From an optimization exercise on the open Yosys and OpenROAD flow, aimed at small area, a short achievable clock period and few clock cycles per item; shortcuts taken in it are not production practice.
RTL that was checked went through simulation tests only; none was proved equivalent to the original.
Power and IR drop assume default switching activity.

== red ==
==> flow/design.v <==
module pixel_histogram #(
    parameter int CNT_W = 16,
    parameter int TOT_W = 24
) (
    input  logic             clk,
    input  logic             rst_n,
    input  logic             start,
    input  logic             in_valid,
    input  logic [7:0]       inbyte,
    input  logic             frame_end,
    output logic             in_ready,
    output logic             out_valid,
    input  logic             out_ready,
    output logic [7:0]       out_bin,
    output logic [CNT_W-1:0] out_count,
    output logic [TOT_W-1:0] pixel_total,
    output logic             busy,
    output logic             done
);
    logic             busy_q, ir_q, dmp_q, done_q, clr_q;
    logic [8:0]       dcnt_q;
    logic             ov_q;
    logic [7:0]       ob_q;
    logic [CNT_W-1:0] oc_q;
    logic [TOT_W-1:0] tot_q;
    logic start_take, take, fe_take, stall, xfer, last, issue;
    assign start_take = start && !busy_q;
    assign take       = ir_q && in_valid;
    assign fe_take    = ir_q && frame_end;
    assign stall      = ov_q && !out_ready;
    assign xfer       = ov_q && out_ready;
    assign last       = xfer && (ob_q == 8'hFF);
    assign issue      = dmp_q && !dcnt_q[8] && !stall;
    logic             a_v, a_d;
    logic [7:0]       a_addr;
    logic [15:0]      a_hi, a_lo;
    logic             b_v, b_d, f1_q, f2_q;
    logic [7:0]       b_addr;
    logic [3:0][CNT_W-1:0] part_q;
    logic             c_v;
    logic [7:0]       c_addr;
    logic [CNT_W-1:0] c_val;
    logic             d_v;
    logic [7:0]       d_addr;
    logic [CNT_W-1:0] d_val;
    logic [255:0][CNT_W-1:0] mem;
    logic [7:0] ad;
    assign ad = issue ? dcnt_q[7:0] : inbyte;
    always_ff @(posedge clk) begin
        a_addr <= ad;
        for (int i = 0; i < 16; i++) begin
            a_hi[i] <= (ad[7:4] == i[3:0]);
            a_lo[i] <= (ad[3:0] == i[3:0]);
        end
    end
    logic [3:0][CNT_W-1:0] part_d;
    always_comb begin
        for (int g = 0; g < 4; g++) begin
            part_d[g] = '0;
            for (int h = 0; h < 4; h++) begin
                logic [CNT_W-1:0] row;
                row = '0;
                for (int l = 0; l < 16; l++) begin
                    row = row | (mem[(4*g+h)*16+l] & {CNT_W{a_lo[l]}});
                end
                part_d[g] = part_d[g] | (row & {CNT_W{a_hi[4*g+h]}});
            end
        end
    end
    always_ff @(posedge clk) begin
        part_q <= part_d;
        b_addr <= a_addr;
        f1_q   <= b_v && (a_addr == b_addr);
        f2_q   <= c_v && (a_addr == c_addr);
    end
    logic [CNT_W-1:0] rd, cur, nxt;
    assign rd  = part_q[0] | part_q[1] | part_q[2] | part_q[3];
    assign cur = f1_q ? c_val : (f2_q ? d_val : rd);
    assign nxt = (&cur) ? cur : cur + 1'b1;
    always_ff @(posedge clk) begin
        c_addr <= b_addr;
        c_val  <= b_v ? nxt : '0;
        d_addr <= c_addr;
        d_val  <= c_val;
        clr_q  <= !busy_q;
    end
    logic [15:0] w_hi, w_lo;
    always_comb begin
        for (int i = 0; i < 16; i++) begin
            w_hi[i] = clr_q || (c_v && (c_addr[7:4] == i[3:0]));
            w_lo[i] = clr_q || (c_v && (c_addr[3:0] == i[3:0]));
        end
    end
    for (genvar w = 0; w < 256; w++) begin : g_word
        always_ff @(posedge clk) begin
            if (w_hi[w/16] && w_lo[w%16]) mem[w] <= c_val;
        end
    end
    always_ff @(posedge clk or negedge rst_n) begin
        if (!rst_n) begin
            busy_q <= 1'b0;
            ir_q   <= 1'b0;
            dmp_q  <= 1'b0;
            done_q <= 1'b0;
            dcnt_q <= 9'd0;
            a_v    <= 1'b0;
            a_d    <= 1'b0;
            b_v    <= 1'b0;
            b_d    <= 1'b0;
            c_v    <= 1'b0;
            d_v    <= 1'b0;
            ov_q   <= 1'b0;
            ob_q   <= 8'd0;
            oc_q   <= '0;
            tot_q  <= '0;
        end else begin
            done_q <= last;
            if (start_take) begin
                busy_q <= 1'b1;
                ir_q   <= 1'b1;
            end
            if (fe_take) begin
                ir_q   <= 1'b0;
                dmp_q  <= 1'b1;
                dcnt_q <= 9'd0;
            end else if (stall) begin
                dcnt_q <= {1'b0, ob_q} + 9'd1;
            end else if (issue) begin
                dcnt_q <= dcnt_q + 9'd1;
            end
            if (last) begin
                busy_q <= 1'b0;
                dmp_q  <= 1'b0;
            end
            a_v <= take;
            a_d <= issue;
            b_v <= a_v;
            b_d <= a_d && !stall;
            c_v <= b_v;
            d_v <= c_v;
            if (!stall) begin
                ov_q <= b_d;
                if (b_d) oc_q <= cur;
            end
            if (xfer) ob_q <= ob_q + 8'd1;
            if (start_take) tot_q <= '0;
            else if (a_v && !(&tot_q)) tot_q <= tot_q + 1'b1;
        end
    end
    assign in_ready    = ir_q;
    assign out_valid   = ov_q;
    assign out_bin     = ob_q;
    assign out_count   = oc_q;
    assign pixel_total = tot_q;
    assign busy        = busy_q;
    assign done        = done_q;
endmodule
Settings: LEC_CHECK=0, CAP_MARGIN=20, CORE_MARGIN=2, CORE_UTILIZATION=40, SLEW_MARGIN=20; clock period 6.0 ns.
run.sh (not shown) runs the stock make flow with config.mk's settings and CLKGATE_MAP_FILE= SYNTH_SCRIPT=/design/flow/synth_recipe.tcl, a recipe that flattens the netlist after the stock synthesis.
Modified inputs, blue compared to red
- setting SETUP_SLACK_MARGIN to 3.0 for the first time
- changing CORE_UTILIZATION from 40 to 60
Findings:
Part of the total power dissipated in sequential elements delta (blue -> red): insignificant. Delta (blue minus red): total power draw now sits at about the same level, maximum clock frequency up about 27%, transition at the pin with the smallest max-transition slack down 0.068 ns, cell area after layout decreased by 2200 sq um relative to the old numbers, area enclosed by the die boundary down about 33%. Between red and blue, core utilization increased. Diff blue and red: fraction of area in registers higher in blue.
No run of this note included a check of the RTL's function; only the layout flow was run.

* * *

Another version of the RTL of pixel_histogram (not shown whole).
Size: about 8500 cells after synthesis, roughly 4400 flip-flops, ~66 I/O pins, about 160000 um2 of cells after synthesis.
make LEC_CHECK=0 CAP_MARGIN=20 CORE_MARGIN=2 CORE_UTILIZATION=65 CTS_CLUSTER_DIAMETER=80 CTS_CLUSTER_SIZE=25 SETUP_SLACK_MARGIN=3.4 SLEW_MARGIN=20 finish   # period 6.0 ns
The starting point finished but fails on antenna violations.
Testbench counts at the start, summed over its fixed seeds: cycles 84,147, pixels 63,825.
Then changed:
--- a/flow/config.mk
+++ b/flow/config.mk
@@ -10 +10 @@
-export CORE_UTILIZATION = 65
+export CORE_UTILIZATION = 60
@@ -13 +13 @@
-export SETUP_SLACK_MARGIN = 3.4
+export SETUP_SLACK_MARGIN = 3.5
Result:
- The new run completed, yet does not pass: antenna violations
- die area rises by a little under a tenth
- combinational power rises by a few percent
- total power rises slightly
- clock skew rises by 0.013 ns

[separate check: timing with driven ports]
No port has a modelled driver above. Below, the same layouts with a new extraction and two added sets of constraints. Step 1, drivers: a clkbuf_16 drives clk and a buf_2 each remaining input, both assumed. Step 2 times the ports against the registers' clock, not the clock port: input delays grow and output delays shrink by t, the midpoint of the rising clock arrivals with the driver on. Three values: ideal, step 1, step 2; two values: the first two.
run	t, ns	slack for setup (ns)	hold slack, ns	cell pins on the clock port's net
red	1.064	2.065 / 2.065 / 1.489	0.370 / 0.293 / 0.370	1
blue	1.009	2.906 / 2.906 / 2.362	0.372 / 0.345 / 0.372	1
the first run of note 2	0.998	3.224 / 3.127 / 2.556	0.391 / 0.398 / 0.398	1
the second run of note 2	0.985	3.243 / 3.137 / 2.561	0.398 / 0.334 / 0.398	1
The setup slack of the second run of note 2, which loses most, moves by -0.106 ns with the drivers and by -0.682 ns with both steps.
